From an optimization exercise on the open Yosys and OpenROAD flow, aimed at small area; shortcuts taken in it are not production practice.
Function was checked by simulation only, so behaviour that the tests miss may differ from the original.
Power is estimated from default activity; no workload was simulated.

==> inputs of yarrow <==
==> flow/design.v <==
package dmem_dual_pkg;
    localparam logic [31:0] CYC_ADDR       = 32'hFFFF_FFFC;
    localparam logic [31:0] DONE_ADDR      = 32'hFFFF_FFF8;
    localparam int unsigned DMEM_ADDR_BITS = 5;
    typedef enum logic [1:0] {
        KIND_RAM,
        KIND_CYC,
        KIND_DONE,
        KIND_UNMAPPED
    } access_kind_t;
endpackage
import dmem_dual_pkg::*;
module dmem_addr_decode #(
    parameter int unsigned ADDR_BITS = DMEM_ADDR_BITS
) (
    input  logic [31:0]          addr,
    output dmem_dual_pkg::access_kind_t kind,
    output logic [ADDR_BITS-1:0] index,
    output logic                 misaligned
);
    always_comb begin
        kind = KIND_UNMAPPED;
        if (addr == CYC_ADDR) begin
            kind = KIND_CYC;
        end else if (addr == DONE_ADDR) begin
            kind = KIND_DONE;
        end else if (addr[31:ADDR_BITS+2] == '0) begin
            kind = KIND_RAM;
        end
    end
    assign index      = addr[ADDR_BITS+1:2];
    assign misaligned = (addr[1:0] != 2'b00);
endmodule
import dmem_dual_pkg::*;
module dmem_dual #(
    parameter int unsigned ADDR_BITS = DMEM_ADDR_BITS
) (
    input  logic        clk,
    input  logic        reset,
    input  logic        we,
    input  logic [31:0] a,
    input  logic [31:0] wd,
    output logic [31:0] rd,
    input  logic        we2,
    input  logic [31:0] a2,
    input  logic [31:0] wd2,
    output logic [31:0] rd2,
    output logic        done,
    output logic [31:0] result,
    output logic        misalign
);
    localparam int unsigned DEPTH = 1 << ADDR_BITS;
    logic [31:0]          mem [DEPTH];
    logic [31:0]          cycle;
    dmem_dual_pkg::access_kind_t kind1;
    dmem_dual_pkg::access_kind_t kind2;
    logic [ADDR_BITS-1:0] idx1, idx2;
    logic                 mis1, mis2;
    dmem_addr_decode #(.ADDR_BITS(ADDR_BITS)) u_dec1 (
        .addr       (a),
        .kind       (kind1),
        .index      (idx1),
        .misaligned (mis1)
    );
    dmem_addr_decode #(.ADDR_BITS(ADDR_BITS)) u_dec2 (
        .addr       (a2),
        .kind       (kind2),
        .index      (idx2),
        .misaligned (mis2)
    );
    always_comb begin
        unique case (kind1)
            KIND_RAM:  rd = mem[idx1];
            KIND_CYC:  rd = cycle;
            KIND_DONE: rd = result;
            default:   rd = '0;
        endcase
    end
    always_comb begin
        unique case (kind2)
            KIND_RAM:  rd2 = mem[idx2];
            KIND_CYC:  rd2 = cycle;
            KIND_DONE: rd2 = result;
            default:   rd2 = '0;
        endcase
        if (we && kind1 == KIND_RAM && kind2 == KIND_RAM && idx1 == idx2) begin
            rd2 = wd;
        end else if (we && kind1 == KIND_DONE && kind2 == KIND_DONE) begin
            rd2 = wd;
        end
    end
    always_ff @(posedge clk or posedge reset) begin
        if (reset) begin
            for (int i = 0; i < DEPTH; i++) begin
                mem[i] <= '0;
            end
            cycle    <= '0;
            done     <= 1'b0;
            result   <= '0;
            misalign <= 1'b0;
        end else begin
            if (we2 && kind2 == KIND_CYC) begin
                cycle <= wd2;
            end else if (we && kind1 == KIND_CYC) begin
                cycle <= wd;
            end else begin
                cycle <= cycle + 32'd1;
            end
            if (we && kind1 == KIND_RAM) begin
                mem[idx1] <= wd;
            end
            if (we2 && kind2 == KIND_RAM) begin
                mem[idx2] <= wd2;
            end
            if (we && kind1 == KIND_DONE) begin
                done   <= 1'b1;
                result <= wd;
            end
            if (we2 && kind2 == KIND_DONE) begin
                done   <= 1'b1;
                result <= wd2;
            end
            if ((we && mis1) || (we2 && mis2)) begin
                misalign <= 1'b1;
            end
        end
    end
endmodule
==> flow/run.sh <==
#!/bin/bash
# synth_recipe.tcl (not shown) runs the flow's synth.tcl, then flattens the netlist and writes it again
# the make line also repeats each setting of config.mk as NAME=value (left out here)
make -C /OpenROAD-flow-scripts/flow DESIGN_CONFIG=/design/flow/config.mk WORK_HOME=/design/flow/orfs CLKGATE_MAP_FILE= SYNTH_SCRIPT=/design/flow/synth_recipe.tcl finish
==> flow/config.mk <==
export PLATFORM = sky130hd
export DESIGN_NAME = dmem_dual
export DESIGN_NICKNAME = dmem_dual
export VERILOG_FILES = /design/flow/design.v
export SDC_FILE = /design/flow/constraint.sdc
export NUM_CORES = 4
export LEC_CHECK = 0
export CAP_MARGIN = 20
export CORE_MARGIN = 2
export CORE_UTILIZATION = 30
export PLACE_DENSITY = 0.5
export SLEW_MARGIN = 20
==> flow/constraint.sdc <==
create_clock -name core_clock -period 10.0 [get_ports {clk}]
set_input_delay 2.0000 -clock core_clock [delete_from_list [all_inputs] [get_ports {clk}]]
set_output_delay 2.0000 -clock core_clock [all_outputs]
set_load 0.01 [all_outputs]
==> quartz (differences from yarrow) <==
==> flow/design.v, changed modules only <==
module dmem_dual #(
    parameter int unsigned ADDR_BITS = DMEM_ADDR_BITS
) (
    input  logic        clk,
    input  logic        reset,
    input  logic        we,
    input  logic [31:0] a,
    input  logic [31:0] wd,
    output logic [31:0] rd,
    input  logic        we2,
    input  logic [31:0] a2,
    input  logic [31:0] wd2,
    output logic [31:0] rd2,
    output logic        done,
    output logic [31:0] result,
    output logic        misalign
);
    localparam int unsigned DEPTH = 1 << ADDR_BITS;
    logic [31:0]          mem [DEPTH];
    logic [DEPTH-1:0]     valid;
    logic [31:0]          cycle;
    dmem_dual_pkg::access_kind_t kind1;
    dmem_dual_pkg::access_kind_t kind2;
    logic [ADDR_BITS-1:0] idx1, idx2;
    logic                 mis1, mis2;
    dmem_addr_decode #(.ADDR_BITS(ADDR_BITS)) u_dec1 (
        .addr       (a),
        .kind       (kind1),
        .index      (idx1),
        .misaligned (mis1)
    );
    dmem_addr_decode #(.ADDR_BITS(ADDR_BITS)) u_dec2 (
        .addr       (a2),
        .kind       (kind2),
        .index      (idx2),
        .misaligned (mis2)
    );
    logic ram1, ram2, cyc1, cyc2, dn1, dn2;
    assign ram1 = (kind1 == KIND_RAM);
    assign ram2 = (kind2 == KIND_RAM);
    assign cyc1 = (kind1 == KIND_CYC);
    assign cyc2 = (kind2 == KIND_CYC);
    assign dn1  = (kind1 == KIND_DONE);
    assign dn2  = (kind2 == KIND_DONE);
    logic [DEPTH-1:0] dec1, dec2, wr1, wr2;
    always_comb begin
        for (int i = 0; i < DEPTH; i++) begin
            dec1[i] = ram1 && (idx1 == i[ADDR_BITS-1:0]);
            dec2[i] = ram2 && (idx2 == i[ADDR_BITS-1:0]);
        end
    end
    assign wr1 = we  ? dec1 : '0;
    assign wr2 = we2 ? dec2 : '0;
    logic [DEPTH+1:0] rsel1;
    logic [DEPTH+2:0] rsel2;
    logic             dn_fwd;
    assign dn_fwd = we && dn1 && dn2;
    assign rsel1  = {dn1, cyc1, dec1 & valid};
    assign rsel2  = {(|(wr1 & dec2)) || dn_fwd, dn2 && !dn_fwd, cyc2, dec2 & valid & ~wr1};
    for (genvar b = 0; b < 32; b++) begin : g_rbit
        logic [DEPTH-1:0] col;
        for (genvar i = 0; i < DEPTH; i++) begin : g_col
            assign col[i] = mem[i][b];
        end
        dmem_rdbit #(.N(DEPTH+2)) u_rd1 (
            .sel (rsel1),
            .d   ({result[b], cycle[b], col}),
            .y   (rd[b])
        );
        dmem_rdbit #(.N(DEPTH+3)) u_rd2 (
            .sel (rsel2),
            .d   ({wd[b], result[b], cycle[b], col}),
            .y   (rd2[b])
        );
    end
    logic [DEPTH-1:0] sel1, hold;
    assign sel1 = wr1 & ~wr2;
    assign hold = ~(wr1 | wr2);
    for (genvar i = 0; i < DEPTH; i++) begin : g_word
        dmem_word u_word (
            .clk  (clk),
            .hold (hold[i]),
            .sel1 (sel1[i]),
            .sel2 (wr2[i]),
            .d1   (wd),
            .d2   (wd2),
            .q    (mem[i])
        );
    end
    always_ff @(posedge clk or posedge reset) begin
        if (reset) begin
            valid    <= '0;
            cycle    <= '0;
            done     <= 1'b0;
            result   <= '0;
            misalign <= 1'b0;
        end else begin
            valid <= valid | wr1 | wr2;
            if (we2 && cyc2) begin
                cycle <= wd2;
            end else if (we && cyc1) begin
                cycle <= wd;
            end else begin
                cycle <= cycle + 32'd1;
            end
            if (we2 && dn2) begin
                done   <= 1'b1;
                result <= wd2;
            end else if (we && dn1) begin
                done   <= 1'b1;
                result <= wd;
            end
            if ((we && mis1) || (we2 && mis2)) begin
                misalign <= 1'b1;
            end
        end
    end
endmodule
module dmem_word (
    input  logic        clk,
    input  logic        hold,
    input  logic        sel1,
    input  logic        sel2,
    input  logic [31:0] d1,
    input  logic [31:0] d2,
    output logic [31:0] q
);
    always_ff @(posedge clk) begin
        q <= (q & {32{hold}}) | (d1 & {32{sel1}}) | (d2 & {32{sel2}});
    end
endmodule
module dmem_rdbit #(
    parameter int unsigned N = 34
) (
    input  logic [N-1:0] sel,
    input  logic [N-1:0] d,
    output logic         y
);
    localparam int unsigned G  = (N + 2) / 3;       
    localparam int unsigned NP = 3 * G;
    localparam int unsigned K  = (G + 3) / 4;       
    logic [NP-1:0] s_p, d_p;
    logic [4*K-1:0] n;
    logic [K-1:0]   h;
    assign s_p = {{(NP-N){1'b0}}, sel};
    assign d_p = {{(NP-N){1'b0}}, d};
    if (4 * K > G) begin : g_pad
        assign n[4*K-1:G] = '1;
    end
    for (genvar g = 0; g < G; g++) begin : g_aoi
        if (3 * g + 2 < N) begin : g3
            dmem_aoi222 u (
                .a1 (s_p[3*g]),   .a2 (d_p[3*g]),
                .b1 (s_p[3*g+1]), .b2 (d_p[3*g+1]),
                .c1 (s_p[3*g+2]), .c2 (d_p[3*g+2]),
                .y  (n[g])
            );
        end else begin : g2
            dmem_aoi22 u (
                .a1 (s_p[3*g]),   .a2 (d_p[3*g]),
                .b1 (s_p[3*g+1]), .b2 (d_p[3*g+1]),
                .y  (n[g])
            );
        end
    end
    for (genvar k = 0; k < K; k++) begin : g_nand
        dmem_nand4 u (.a (n[4*k]), .b (n[4*k+1]), .c (n[4*k+2]), .d (n[4*k+3]), .y (h[k]));
    end
    assign y = |h;
endmodule
module dmem_aoi222 (
    input  logic a1, a2, b1, b2, c1, c2,
    output logic y
);
    assign y = ~((a1 & a2) | (b1 & b2) | (c1 & c2));
endmodule
module dmem_aoi22 (
    input  logic a1, a2, b1, b2,
    output logic y
);
    assign y = ~((a1 & a2) | (b1 & b2));
endmodule
module dmem_nand4 (
    input  logic a, b, c, d,
    output logic y
);
    assign y = ~(a & b & c & d);
endmodule
Settings changed: CORE_UTILIZATION 30 to 55, PLACE_DENSITY 0.5 to 0.65, SYNTH_HIERARCHICAL set to 1, SYNTH_MINIMUM_KEEP_SIZE set to 0.
==> qor summary <==
metric                                                                               quartz          yarrow
Sum of routed wire segments on met1                                           88400 microns  171000 microns
Die X-Extent                                                                    315 microns     474 microns
Maximum vdd drop                                                                 0.000152 V      0.000173 V
Layout multi-input combinational cell count                                            2834            5500
Routability congestion estimate from global placement                                  1.04            1.05
Starting density of the core                                                          0.553           0.302
Violation count after the first detailed-routing iteration                            20412           13245
Endpoint, Worst Hold                                                              valid[27]        misalign
Wire length of the first global-routing pass                                 384000 microns  612000 microns
Stages on worst setup path                                                               14              11
Share of synthesized cell area in full adder, half adder and majority cells        0.000235        0.000189
Combinational Power Share                                                             0.045           0.070
Switching component of the power                                                    2.29 mW         2.89 mW
Fraction of standard cell area in multi-input logic                                   0.401           0.464
Count of sequential standard cells                                                     1122            1090
Maximum number of pins on one net before global-route repair                             57             165
Outcome                                                    no timing/DRC/antenna violations  no timing/DRC/antenna violations
Via count of the first global-routing pass                                            54913           65292
Fraction of the cycle the final worst path needs                                      0.971           0.970
Relative slew slack                                                                   0.102           0.103
Cell type contributing the most total cell area after synthesis                     dfxtp_1         dfrtp_1
Share of the synthesized area in compound gates (AO/OA/AOI/OAI)                       0.352           0.219
Clock network contribution to total cell area                                        0.0689          0.0627
Pint                                                                                7.49 mW         7.76 mW
Final nets                                                                             5736            7505

==> static timing again, ports no longer ideal <==
The flow's constraints put no driver on any port. The routed layouts listed below were extracted and timed again, unchanged, in two steps.
Step 1 (the two cells are an assumption about what drives the block):
set clk [get_ports {clk}]
set_driving_cell -lib_cell sky130_fd_sc_hd__clkbuf_16 $clk
set_driving_cell -lib_cell sky130_fd_sc_hd__buf_2 [delete_from_list [all_inputs] $clk]
Step 2, shift: input delay + t, output delay - t, t = (earliest + latest rising clock arrival at the registers) / 2. This alone moves slack from input paths to output paths.
Slacks: no drivers / after step 1 / after step 2; pairs: no drivers / after step 1.
run | t, ns | setup slack, ns | hold WS [ns] | slew at the worst register clock pin (ns) | worst data-port slew with drivers (ns)
yarrow | 0.925 | 0.304 / 0.276 / 0.276 | 0.511 / 0.511 / 0.511 | 0.07 / 0.07 | 0.27
quartz | 0.831 | 0.292 / 0.251 / 0.251 | 0.491 / 0.491 / 0.491 | 0.07 / 0.07 | 0.06
After both steps setup and hold are still met in every run listed. For quartz, which loses most, drivers alone change the setup slack by -0.041 ns; drivers and shift together by -0.041 ns.
